This is an optimization exercise on Yosys and OpenROAD, whose aim is a short achievable clock period and few clock cycles, not a production implementation.
In this exercise RTL edits were held to simulation tests only and were not proved equivalent to the original.
Power and IR drop assume default switching activity.

==> flow/design.v <==
package cpuPkg;
  typedef logic [16-1:0] wordT;
  typedef logic [4-1:0] regAddrT;
  typedef enum logic [4-1:0] {
    NOP = 4'b0000,
    ADD = 4'b0001,
    SUB = 4'b0010,
    XOR = 4'b0011,
    AND = 4'b0100,
    SLL = 4'b0101,
    SRL = 4'b0110,
    LDI = 4'b0111,
    LW  = 4'b1000,
    SW  = 4'b1001,
    B   = 4'b1100,
    HLT = 4'b1111
  } opcodeE;
  typedef enum logic [3-1:0] {
    NE = 3'b000,
    EQ = 3'b001,
    GT = 3'b010,
    LT = 3'b011,
    GE = 3'b100,
    LE = 3'b101,
    OV = 3'b110,
    AL = 3'b111
  } branchCondE;
  typedef struct packed {
    logic z;
    logic v;
    logic n;
  } flagsT;
  typedef struct packed {
    opcodeE aluOp;
    logic   regWrite;
    logic   memRead;
    logic   memWrite;
    logic   memToReg;
    logic   isBranch;
    logic   halt;
  } ctrlT;
  typedef struct packed {
    wordT pc;
    wordT instr;
  } ifIdT;
  typedef struct packed {
    ctrlT       ctrl;
    wordT       pc;
    wordT       rsData;
    wordT       rtData;
    wordT       imm;
    regAddrT    rs;
    regAddrT    rt;
    regAddrT    rd;
    branchCondE cond;
  } idExT;
  typedef struct packed {
    ctrlT    ctrl;
    wordT    result;
    wordT    storeData;
    regAddrT rd;
  } exMemT;
  typedef struct packed {
    ctrlT    ctrl;
    wordT    result;
    wordT    loadData;
    regAddrT rd;
  } memWbT;
  typedef enum logic [1:0] {
    NONE  = 2'd0,
    EXMEM = 2'd1,
    MEMWB = 2'd2
  } fwdSelE;
endpackage
`timescale 1ns/1ps
module cpuAlu (
  input  logic [15:0] a,
  input  logic [15:0] b,
  input  logic        cin,
  input  logic        opArith,
  input  logic        opXor,
  input  logic        opAnd,
  input  logic        opSll,
  input  logic        opSrl,
  input  logic        opPass,
  output logic [15:0] res,
  output logic        z,
  output logic        n,
  output logic        v
);
  logic [15:0] kg [5];
  logic [15:0] kp [5];
  logic [16:0] cy;
  always_comb begin
    kg[0] = a & b;
    kp[0] = a ^ b;
    kg[0][0] = (a[0] & b[0]) | ((a[0] ^ b[0]) & cin);
    for (int l = 0; l < 4; l++) begin
      for (int i = 0; i < 16; i++) begin
        if (i >= (1 << l)) begin
          kg[l+1][i] = kg[l][i] | (kp[l][i] & kg[l][i - (1 << l)]);
          kp[l+1][i] = kp[l][i] & kp[l][i - (1 << l)];
        end else begin
          kg[l+1][i] = kg[l][i];
          kp[l+1][i] = kp[l][i];
        end
      end
    end
    cy[0] = cin;
    for (int i = 0; i < 16; i++) cy[i+1] = kg[4][i];
  end
  logic [15:0] sum, shl, shr;
  assign sum = kp[0] ^ cy[15:0];
  assign shl = a << b[3:0];
  assign shr = a >> b[3:0];
  always_comb begin
    res = '0;
    if (opArith) res = sum;
    if (opXor)   res = a ^ b;
    if (opAnd)   res = a & b;
    if (opSll)   res = shl;
    if (opSrl)   res = shr;
    if (opPass)  res = b;
  end
  logic zFast;
  always_comb begin
    zFast = ((a[0] ^ b[0]) == cin);
    for (int i = 1; i < 16; i++) begin
      zFast = zFast && ((a[i] ^ b[i]) == (a[i-1] | b[i-1]));
    end
  end
  logic [15:0] keepL, keepR;
  assign keepL = 16'hffff >> b[3:0];
  assign keepR = 16'hffff << b[3:0];
  assign z = opArith ? zFast :
             opXor   ? (a == b) :
             opAnd   ? ((a & b) == 16'd0) :
             opSll   ? ((a & keepL) == 16'd0) :
                       ((a & keepR) == 16'd0);
  assign n = sum[15];
  assign v = cy[16] ^ cy[15];
endmodule
module cpuSlot (
  input  logic [15:0] instr,
  input  logic [3:0]  bBin,
  input  logic [15:0] opA,
  input  logic [15:0] opB,
  output logic        isAlu,
  output logic        isLdi,
  output logic        isLw,
  output logic        isSw,
  output logic        isBr,
  output logic        isHlt,
  output logic        wr,
  output logic        rdA,
  output logic        rdB,
  output logic [3:0]  aAddr,
  output logic [3:0]  bAddr,
  output logic        setVN,
  output logic [15:0] exB,
  output logic [6:0]  exOp     
);
  logic [3:0] op;
  logic isSub, isAdd;
  assign op    = instr[15:12];
  assign isAdd = (op == 4'd1);
  assign isSub = (op == 4'd2);
  assign isAlu = (op >= 4'd1) && (op <= 4'd6);
  assign isLdi = (op == 4'd7);
  assign isLw  = (op == 4'd8);
  assign isSw  = (op == 4'd9);
  assign isBr  = (op == 4'hc);
  assign isHlt = (op == 4'hf);
  assign wr    = isAlu || isLdi || isLw;
  assign rdA   = isAlu || isLw || isSw;
  assign rdB   = isAlu || isSw;
  assign aAddr = instr[7:4];
  assign bAddr = bBin;
  assign setVN = isAdd || isSub;
  assign exOp  = {isLdi, (op == 4'd6), (op == 4'd5), (op == 4'd4), (op == 4'd3),
                  isAdd || isSub, isSub};
  assign exB   = isLdi ? {{8{instr[7]}}, instr[7:0]} :
                 isSub ? ~opB : opB;
endmodule
module cpu (
  input  logic        clk,
  input  logic        rstN,
  input  logic        run,
  input  logic        progWrEn,
  input  logic [15:0] progAddr,
  input  logic [15:0] progData,
  input  logic [3:0]  dbgAddr,
  output logic        hlt,
  output logic [15:0] pc,
  output logic [15:0] dbgData
);
  localparam int FW = 28;
  logic [FW-1:0] immE [32];
  logic [FW-1:0] immO [32];
  logic [5:0]    wrW, wrT, wrTN;
  logic          wrEn;
  assign wrEn  = progWrEn && !run;
  assign wrW   = progAddr[5:0];
  assign wrT   = progAddr[5:0] + progData[5:0] + 6'd1;
  assign wrTN  = progAddr[5:0] + progData[5:0] + 6'd2;
  always_ff @(posedge clk) begin
    if (wrEn) begin
      if (wrW[0]) immO[wrW[5:1]] <= {wrTN, wrT, progData};
      else        immE[wrW[5:1]] <= {wrTN, wrT, progData};
    end
  end
  logic [15:0] dmem [64];
  logic [15:0] regs [16];
  assign dbgData = regs[dbgAddr];
  function automatic logic [35:0] rdDec(input logic [15:0] i);
    logic [3:0]  b;
    logic [15:0] aOH, bOH;
    b   = (i[15:12] == 4'd9) ? i[11:8] : i[3:0];
    aOH = 16'd1 << i[7:4];
    bOH = 16'd1 << b;
    rdDec = {aOH, bOH, b};
  endfunction
  function automatic logic [FW+35:0] xd(input logic [FW-1:0] w);
    xd = {rdDec(w[15:0]), w};
  endfunction
  logic [15:0]   p;           
  localparam int XW = FW + 36;
  logic [XW-1:0] fw0, fw1;    
  logic [5:0]    w4, w6;      
  logic          stopped;     
  logic          started;     
  logic [15:0]   pcQ;         
  logic          hltQ, hltP1, hltP2;
  logic [15:0] e0A, e0B, e1A, e1B;
  logic [3:0]  e0Rd, e1Rd;
  logic [6:0]  e0Op, e1Op;
  logic        e0Wr, e0SetZ, e0SetVN;
  logic        e1Wr, e1SetZ, e1SetVN;
  logic [15:0] eBaseA, eSdA, eBaseB, eSdB;
  logic [5:0]  eOffA, eOffB;
  logic [3:0]  eRdA, eRdB;
  logic        eLdA, eStA, eLdB, eStB;
  logic        fz, fv, fn;
  logic        eBr, eBrT;
  logic [2:0]  eBrCond;
  logic [15:0] eAltP;
  logic [5:0]  eAltW4, eAltW6;
  logic [5:0]  mAddrA, mAddrB;
  logic [15:0] mSdA, mSdB;
  logic [3:0]  mRdA, mRdB;
  logic        mLdA, mStA, mLdB, mStB;
  logic [15:0] dI0, dI1;
  logic [15:0] aOH0, bOH0, aOH1, bOH1;
  logic [3:0]  bB0, bB1;
  assign dI0 = fw0[15:0];
  assign dI1 = fw1[15:0];
  assign {aOH0, bOH0, bB0} = fw0[FW+35:FW];
  assign {aOH1, bOH1, bB1} = fw1[FW+35:FW];
  logic [15:0] e0Res, e1Res, ldA, ldB;
  logic        z0, n0, v0, z1, n1, v1;
  assign ldA = dmem[mAddrA];
  assign ldB = (mStA && (mAddrA == mAddrB)) ? mSdA : dmem[mAddrB];
  logic [255:0] regsFlat;
  always_comb for (int r = 0; r < 16; r++) regsFlat[16*r +: 16] = regs[r];
  function automatic logic [15:0] rfRd(input logic [15:0] oh, input logic [255:0] rv);
    rfRd = '0;
    for (int r = 0; r < 16; r++) rfRd = rfRd | ({16{oh[r]}} & rv[16*r +: 16]);
  endfunction
  function automatic logic [15:0] fwd(input logic [3:0] r, input logic [15:0] rf,
                                      input logic e1W, input logic [3:0] e1R, input logic [15:0] e1V,
                                      input logic e0W, input logic [3:0] e0R, input logic [15:0] e0V,
                                      input logic mBW, input logic [3:0] mBR, input logic [15:0] mBV,
                                      input logic mAW, input logic [3:0] mAR, input logic [15:0] mAV);
    logic h1, h0, hB, hA;
    h1 = e1W && (e1R == r);
    h0 = !h1 && e0W && (e0R == r);
    hB = !h1 && !h0 && mBW && (mBR == r);
    hA = !h1 && !h0 && !hB && mAW && (mAR == r);
    fwd = ({16{h1}} & e1V) | ({16{h0}} & e0V) | ({16{hB}} & mBV) | ({16{hA}} & mAV) |
          ({16{!h1 && !h0 && !hB && !hA}} & rf);
  endfunction
  logic alu0, ldi0, lw0, sw0, br0, hlt0, wr0, rdA0, rdB0, setVN0;
  logic alu1, ldi1, lw1, sw1, br1, hlt1, wr1, rdA1, rdB1, setVN1;
  logic [3:0]  a0, b0, a1, b1;
  logic [15:0] opA0, opB0, opA1, opB1;
  logic [15:0] exB0, exB1;
  logic [6:0]  exOp0, exOp1;
  assign opA0 = fwd(a0, rfRd(aOH0, regsFlat), e1Wr, e1Rd, e1Res, e0Wr, e0Rd, e0Res, mLdB, mRdB, ldB, mLdA, mRdA, ldA);
  assign opB0 = fwd(b0, rfRd(bOH0, regsFlat), e1Wr, e1Rd, e1Res, e0Wr, e0Rd, e0Res, mLdB, mRdB, ldB, mLdA, mRdA, ldA);
  assign opA1 = fwd(a1, rfRd(aOH1, regsFlat), e1Wr, e1Rd, e1Res, e0Wr, e0Rd, e0Res, mLdB, mRdB, ldB, mLdA, mRdA, ldA);
  assign opB1 = fwd(b1, rfRd(bOH1, regsFlat), e1Wr, e1Rd, e1Res, e0Wr, e0Rd, e0Res, mLdB, mRdB, ldB, mLdA, mRdA, ldA);
  cpuSlot s0 (
    .instr(dI0), .bBin(bB0), .opA(opA0), .opB(opB0), .isAlu(alu0), .isLdi(ldi0), .isLw(lw0), .isSw(sw0),
    .isBr(br0), .isHlt(hlt0), .wr(wr0), .rdA(rdA0), .rdB(rdB0), .aAddr(a0), .bAddr(b0),
    .setVN(setVN0), .exB(exB0), .exOp(exOp0)
  );
  cpuSlot s1 (
    .instr(dI1), .bBin(bB1), .opA(opA1), .opB(opB1), .isAlu(alu1), .isLdi(ldi1), .isLw(lw1), .isSw(sw1),
    .isBr(br1), .isHlt(hlt1), .wr(wr1), .rdA(rdA1), .rdB(rdB1), .aAddr(a1), .bAddr(b1),
    .setVN(setVN1), .exB(exB1), .exOp(exOp1)
  );
  logic stall0, luse1, dep1;
  function automatic logic luse(input logic rA, input logic [3:0] a, input logic rB, input logic [3:0] b,
                                 input logic lA, input logic [3:0] dA, input logic lB, input logic [3:0] dB);
    luse = (lA && ((rA && (dA == a)) || (rB && (dA == b)))) ||
           (lB && ((rA && (dB == a)) || (rB && (dB == b))));
  endfunction
  assign stall0 = luse(rdA0, a0, rdB0, b0, eLdA, eRdA, eLdB, eRdB);
  assign luse1  = luse(rdA1, a1, rdB1, b1, eLdA, eRdA, eLdB, eRdB);
  assign dep1   = (wr0 && ((rdA1 && (dI0[11:8] == a1)) || (rdB1 && (dI0[11:8] == b1)))) ||
                  (lw0 && wr1 && (dI0[11:8] == dI1[11:8])) ||
                  (br0 && hlt1) ||
                  hlt0 || luse1;
  cpuAlu alu0u (
    .a(e0A), .b(e0B), .cin(e0Op[0]), .opArith(e0Op[1]), .opXor(e0Op[2]), .opAnd(e0Op[3]),
    .opSll(e0Op[4]), .opSrl(e0Op[5]), .opPass(e0Op[6]), .res(e0Res), .z(z0), .n(n0), .v(v0)
  );
  cpuAlu alu1u (
    .a(e1A), .b(e1B), .cin(e1Op[0]), .opArith(e1Op[1]), .opXor(e1Op[2]), .opAnd(e1Op[3]),
    .opSll(e1Op[4]), .opSrl(e1Op[5]), .opPass(e1Op[6]), .res(e1Res), .z(z1), .n(n1), .v(v1)
  );
  logic zNow, vNow, nNow;
  assign zNow = e1SetZ  ? z1 : e0SetZ  ? z0 : fz;
  assign vNow = e1SetVN ? v1 : e0SetVN ? v0 : fv;
  assign nNow = e1SetVN ? n1 : e0SetVN ? n0 : fn;
  function automatic logic condHolds(input logic [2:0] c, input logic z, input logic n, input logic v);
    case (c)
      3'd0: condHolds = !z;
      3'd1: condHolds = z;
      3'd2: condHolds = !z && !n;
      3'd3: condHolds = n;
      3'd4: condHolds = z || !n;
      3'd5: condHolds = n || z;
      3'd6: condHolds = v;
      default: condHolds = 1'b1;
    endcase
  endfunction
  logic pred1, predT1;
  assign pred1  = alu0 && br1;
  assign predT1 = dI1[8] || (dI1[11:9] == 3'd7) || (dI1[11:9] == 3'd0) || (dI1[11:9] == 3'd4);
  logic [15:0] off0, off1, p2, p4, t0, t1;
  assign off0 = {{6{dI0[8]}}, dI0[8:0], 1'b0};
  assign off1 = {{6{dI1[8]}}, dI1[8:0], 1'b0};
  assign p2   = p + 16'd2;
  assign p4   = p + 16'd4;
  assign t0   = p + 16'd2 + off0;
  assign t1   = p + 16'd4 + off1;
  logic [FW-1:0] rP4, rP6, rT0, rT0n, rT1, rT1n;
  logic [FW-1:0] oP, eP, oT0, eT0, oT1, eT1;
  assign oP  = immO[w4[5:1]];
  assign eP  = immE[w6[5:1]];
  assign oT0 = immO[fw0[21:17]];
  assign eT0 = immE[fw0[27:23]];
  assign oT1 = immO[fw1[21:17]];
  assign eT1 = immE[fw1[27:23]];
  assign {rP6, rP4}   = w4[0]      ? {eP, oP}   : {oP, eP};
  assign {rT0n, rT0}  = fw0[16]    ? {eT0, oT0} : {oT0, eT0};
  assign {rT1n, rT1}  = fw1[16]    ? {eT1, oT1} : {oT1, eT1};
  logic hltD1, hltD2;
  assign hltD2  = !hlt0 && lw0;
  assign hltD1  = !hltD2 && (eLdA || eLdB || (!hlt0 && wr0));
  logic [9:0] ctlK [8];
  always_comb begin
    for (int k = 0; k < 8; k++) begin
      logic zk, nk, vk, misK, tk0K, tk1K, iss0K, iss1K, hltIssK;
      {zk, nk, vk} = 3'(k);
      misK  = eBr && (condHolds(eBrCond, zk, nk, vk) != eBrT);
      tk0K  = br0 && condHolds(dI0[11:9], zk, nk, vk);
      tk1K  = br1 && (pred1 ? predT1 : condHolds(dI1[11:9], zk, nk, vk));
      iss0K = !stopped && !stall0 && !misK;
      iss1K = iss0K && !dep1 && !tk0K;
      hltIssK = iss0K && (hlt0 || (!dep1 && hlt1));
      ctlK[k] = {iss0K, iss1K,
                 hltIssK,                                   
                 !iss0K && !misK,                           
                 iss0K && tk0K,                             
                 iss0K && !tk0K && !iss1K && !hlt0,         
                 iss1K && tk1K,                             
                 iss1K && !tk1K && !hlt1,                   
                 misK,                                      
                 tk0K};
    end
  end
  logic iss0, iss1, hltIss, tk0;
  logic sH, sT0, sS1, sT1, sS2, sK, sM;
  assign {iss0, iss1, sH, sK, sT0, sS1, sT1, sS2, sM, tk0} = ctlK[{zNow, nNow, vNow}];
  assign hltIss = sH;
  logic [15:0]   pN;
  logic [XW-1:0] fw0N, fw1N;
  logic [XW-1:0] xP4, xP6, xT0, xT0n, xT1, xT1n;
  logic [XW-1:0] xA0, xA1;
  assign xP4   = xd(rP4);
  assign xP6   = xd(rP6);
  assign xT0   = xd(rT0);
  assign xT0n  = xd(rT0n);
  assign xT1   = xd(rT1);
  assign xT1n  = xd(rT1n);
  logic [5:0]    w4N, w6N;
  logic [5:0]    t0w4, t0w6, t1w4, t1w6, w6p1, w4p2, w6p2;
  assign t0w4 = fw0[21:16] + 6'd2;
  assign t0w6 = fw0[21:16] + 6'd3;
  assign t1w4 = fw1[21:16] + 6'd2;
  assign t1w6 = fw1[21:16] + 6'd3;
  assign w6p1 = w6 + 6'd1;
  assign w4p2 = w4 + 6'd2;
  assign w6p2 = w6 + 6'd2;
  always_comb begin
    pN   = ({16{sK}} & p) | ({16{sT0}} & t0) | ({16{sS1}} & p2) |
           ({16{sT1}} & t1) | ({16{sS2}} & p4) | ({16{sM}} & eAltP);
    w4N  = ({6{sK | sH}} & w4) | ({6{sT0}} & t0w4) | ({6{sS1}} & w6) |
           ({6{sT1}} & t1w4) | ({6{sS2}} & w4p2) | ({6{sM}} & eAltW4);
    w6N  = ({6{sK | sH}} & w6) | ({6{sT0}} & t0w6) | ({6{sS1}} & w6p1) |
           ({6{sT1}} & t1w6) | ({6{sS2}} & w6p2) | ({6{sM}} & eAltW6);
    fw0N = ({XW{sK}} & fw0) | ({XW{sT0}} & xT0) | ({XW{sS1}} & fw1) |
           ({XW{sT1}} & xT1) | ({XW{sS2}} & xP4) | ({XW{sM}} & xA0);
    fw1N = ({XW{sK}} & fw1) | ({XW{sT0}} & xT0n) | ({XW{sS1}} & xP4) |
           ({XW{sT1}} & xT1n) | ({XW{sS2}} & xP6) | ({XW{sM}} & xA1);
  end
  always_ff @(posedge clk or negedge rstN) begin
    if (!rstN) begin
      p       <= '0;
      fw0     <= '0;
      fw1     <= '0;
      w4      <= 6'd2;
      w6      <= 6'd3;
      stopped <= 1'b0;
      started <= 1'b0;
      pcQ     <= '0;
      hltQ    <= 1'b0;
      hltP1   <= 1'b0;
      hltP2   <= 1'b0;
      e0A <= '0; e0B <= '0; e0Rd <= '0; e0Op <= '0; e0Wr <= 1'b0; e0SetZ <= 1'b0; e0SetVN <= 1'b0;
      e1A <= '0; e1B <= '0; e1Rd <= '0; e1Op <= '0; e1Wr <= 1'b0; e1SetZ <= 1'b0; e1SetVN <= 1'b0;
      eBaseA <= '0; eSdA <= '0; eOffA <= '0; eRdA <= '0; eLdA <= 1'b0; eStA <= 1'b0;
      eBaseB <= '0; eSdB <= '0; eOffB <= '0; eRdB <= '0; eLdB <= 1'b0; eStB <= 1'b0;
      fz <= 1'b0; fv <= 1'b0; fn <= 1'b0;
      eBr <= 1'b0; eBrT <= 1'b0; eBrCond <= '0; eAltP <= '0;
      xA0 <= '0; xA1 <= '0; eAltW4 <= '0; eAltW6 <= '0;
      mAddrA <= '0; mSdA <= '0; mRdA <= '0; mLdA <= 1'b0; mStA <= 1'b0;
      mAddrB <= '0; mSdB <= '0; mRdB <= '0; mLdB <= 1'b0; mStB <= 1'b0;
      for (int i = 0; i < 16; i++) regs[i] <= '0;
    end else if (run) begin
      started <= 1'b1;
      p    <= pN;
      w4   <= w4N;
      w6   <= w6N;
      fw0  <= fw0N;
      fw1  <= fw1N;
      if (sH) begin
        stopped <= 1'b1;
        pcQ     <= hlt0 ? p2 : p4;
      end
      hltQ  <= hltQ || hltP1 || (hltIss && !hltD1 && !hltD2);
      hltP1 <= hltP2 || (hltIss && hltD1);
      hltP2 <= hltIss && hltD2;
      eBr     <= iss1 && pred1;
      eBrT    <= predT1;
      eBrCond <= dI1[11:9];
      if (predT1) begin
        eAltP  <= p4;
        xA0    <= xP4;
        xA1    <= xP6;
        eAltW4 <= w4p2;
        eAltW6 <= w6p2;
      end else begin
        eAltP  <= t1;
        xA0    <= xT1;
        xA1    <= xT1n;
        eAltW4 <= t1w4;
        eAltW6 <= t1w6;
      end
      e0Rd    <= dI0[11:8];
      e0A     <= opA0;
      e0B     <= exB0;
      e0Op    <= exOp0;
      e0Wr    <= iss0 && (alu0 || ldi0);
      e0SetZ  <= iss0 && alu0;
      e0SetVN <= iss0 && setVN0;
      e1Rd    <= dI1[11:8];
      e1A     <= opA1;
      e1B     <= exB1;
      e1Op    <= exOp1;
      e1Wr    <= iss1 && (alu1 || ldi1);
      e1SetZ  <= iss1 && alu1;
      e1SetVN <= iss1 && setVN1;
      eBaseA <= opA0;
      eSdA   <= opB0;
      eOffA  <= {{2{dI0[3]}}, dI0[3:0]};
      eRdA   <= dI0[11:8];
      eLdA   <= iss0 && lw0;
      eStA   <= iss0 && sw0;
      eBaseB <= opA1;
      eSdB   <= opB1;
      eOffB  <= {{2{dI1[3]}}, dI1[3:0]};
      eRdB   <= dI1[11:8];
      eLdB   <= iss1 && lw1;
      eStB   <= iss1 && sw1;
      if (e1SetZ) fz <= z1;
      else if (e0SetZ) fz <= z0;
      if (e1SetVN) begin
        fv <= v1;
        fn <= n1;
      end else if (e0SetVN) begin
        fv <= v0;
        fn <= n0;
      end
      mAddrA <= eBaseA[5:0] + eOffA;
      mSdA   <= eSdA;
      mRdA   <= eRdA;
      mLdA   <= eLdA;
      mStA   <= eStA;
      mAddrB <= eBaseB[5:0] + eOffB;
      mSdB   <= eSdB;
      mRdB   <= eRdB;
      mLdB   <= eLdB;
      mStB   <= eStB;
      for (int i = 0; i < 16; i++) begin
        if (e1Wr && (e1Rd == 4'(i))) regs[i] <= e1Res;
        else if (e0Wr && (e0Rd == 4'(i))) regs[i] <= e0Res;
        else if (mLdB && (mRdB == 4'(i))) regs[i] <= ldB;
        else if (mLdA && (mRdA == 4'(i))) regs[i] <= ldA;
      end
    end else if (!started) begin
      p    <= 16'd0;
      w4   <= 6'd2;
      w6   <= 6'd3;
      fw0  <= xd((wrEn && (wrW == 6'd0)) ? {wrTN, wrT, progData} : immE[0]);
      fw1  <= xd((wrEn && (wrW == 6'd1)) ? {wrTN, wrT, progData} : immO[0]);
    end
  end
  always_ff @(posedge clk) begin
    for (int i = 0; i < 64; i++) begin
      if (run && mStB && (mAddrB == 6'(i))) dmem[i] <= mSdB;
      else if (run && mStA && (mAddrA == 6'(i))) dmem[i] <= mSdA;
    end
  end
  assign hlt = hltQ;
  assign pc  = pcQ;
endmodule
==> flow/run.sh <==
#!/bin/bash
# synth_recipe.tcl (not shown) runs the flow's synth.tcl, then flattens the netlist and writes it again
# the make line also repeats each setting of config.mk as NAME=value (left out here)
make -C /OpenROAD-flow-scripts/flow DESIGN_CONFIG=/design/flow/config.mk WORK_HOME=/design/flow/orfs CLKGATE_MAP_FILE= SYNTH_SCRIPT=/design/flow/synth_recipe.tcl finish
==> flow/config.mk <==
export PLATFORM = sky130hd
export DESIGN_NAME = cpu
export DESIGN_NICKNAME = cpu
export VERILOG_FILES = /design/flow/design.v
export SDC_FILE = /design/flow/constraint.sdc
export NUM_CORES = 4
export LEC_CHECK = 0
export ABC_CLOCK_PERIOD_IN_PS = 3500
export CAP_MARGIN = 20
export CORE_MARGIN = 2
export CORE_UTILIZATION = 60
export PLACE_DENSITY = 0.72
export SETUP_SLACK_MARGIN = 3.2
export SLEW_MARGIN = 20
==> flow/constraint.sdc <==
create_clock -name core_clock -period 7.0 [get_ports {clk}]
set_input_delay 1.4000 -clock core_clock [delete_from_list [all_inputs] [get_ports {clk}]]
set_output_delay 1.4000 -clock core_clock [all_outputs]
set_load 0.01 [all_outputs]
==> results.txt <==
-- power by group through the flow --
stage / registers, mW / logic [mW] / clock network (mW)
after floorplan: 27.2 / 41.0 / 0
after detailed placement: 30.8 / 60.7 / 0
after global placement: 30.8 / 58.9 / 0
after CTS: 30.1 / 78.8 / 21.6
-- layer usage --
metal  GRT usage, %  GRT overflow
met2           94.1          1352
met3           73.7           447
met4           81.7           948
met1           83.8           389
met5           54.2            73
-- cell usage after synthesis, types with 23 or more instances --
library cell,number
o21ai_1,44
o31ai_1,79
dfrtp_1,779
buf_1,179
a211o_1,24
or3_1,41
ha_1,120
o22ai_1,90
buf_4,27
a221o_1,39
a21o_1,44
nand3_1,296
a222oi_1,66
mux2i_1,453
a22oi_1,1235
or4_1,23
nor4_1,73
a31oi_1,62
clkbuf_1,1381
nand2b_1,66
edfxtp_1,2752
inv_1,203
a211oi_1,190
xnor2_1,105
buf_6,40
a31o_2,23
mux4_2,1617
a22o_1,253
mux2_2,1231
nor2_1,1377
o221ai_1,100
and2_1,39
a221oi_1,332
o21ai_0,794
nand2_1,1142
nand4_1,305
and3_1,79
o211ai_1,71
buf_2,201
nor2b_1,69
nor3_1,201
a21oi_1,916
xor2_1,139
-- cells by family after synthesis --
logic type      synth area share, %
fa+ha+maj                     0.789
simple gates                   7.97
buf+inv                        3.82
compound gates                 14.5
mux                            25.1
flops                          46.9
xor+xnor                      0.980
-- through the flow --
stage          hold WS (ps)  area (um^2)  std cells  util (%)  power [mW]
4_1_cts                 448       264000      23524      72.8         131
3_5_place_dp            479       229000      21712      63.2        91.6
3_3_place_gp            463       229000      21706      63.2        89.7
2_1_floorplan           449       220000      17684         -        68.3
-- worst max-delay path by stage --
stage	depth (start not counted)	slack (ps)	start	to
floorplan	21	2650	e1B[3]	w6[4]
detailed placement	14	970	progAddr[1]	fw0[41]
global placement	8	1010	dbgAddr[1]	dbgData[13]
CTS	18	2090	e1A[0]	fw0[25]
-- what timing repair did --
action / in CTS
cloned: 127
pin swaps: 836
gates resized for setup: 2482
setup buffers: 972
hold buffers: 0
setup endpoints to repair: 1943
==> impl_metrics.ini <==
[logic_synthesis]
netlist.area_leader.share_pct = 37.9
syn_inst = 17684
async_flop_share_pct = 22.1
yosysTopAreaCell = edfxtp_1
synthesis.area_mm2 = 0.218
ys_types = 119
ys_ff_latch = 3534
syn_avg_cell_area_um2 = 12.3
ys.flop_type = edfxtp_1
synth_warnings = 7
yosysSeqAreaShare_pct = 46.9
syn_nets = 17853
synth_area_leaders = edfxtp_1 (38%), mux4_2 (17%), dfrtp_1 (8.9%)
synth_edf_count = 2752

[grt]
grtUsageTotal_pct = 83.4
gr-total-overflow = 3209
grt_max_degree = 140
grt_pass1_wl_mm = 2100
grt_pass1_vias = 236770

[floorplanning]
ioPinCount = 73
start_util_pct = 60.2
rows = 221
die_x_um = 607
die_y_um = 607

[placement]
port-buffer-count = 62
pre_cts_ws_ps = 972
gp_congestion = 1.15
place_hpwl_mm = 799

[cts]
cts_inserted_buffers = 383
clk_root_buffer_cell = clkbuf_16
h-tree-depth = 5
clock_sinks = 3534
cts_max_path_buffers = 4

[run_status]
first-error = [ERROR GRT-0116] Global routing finished with congestion. Check the congestion regions in the DRC Viewer.
stop_stage = global routing (5_1_grt)
status = did not finish
Testbench counts, summed over its fixed seeds: cycles 18,351.
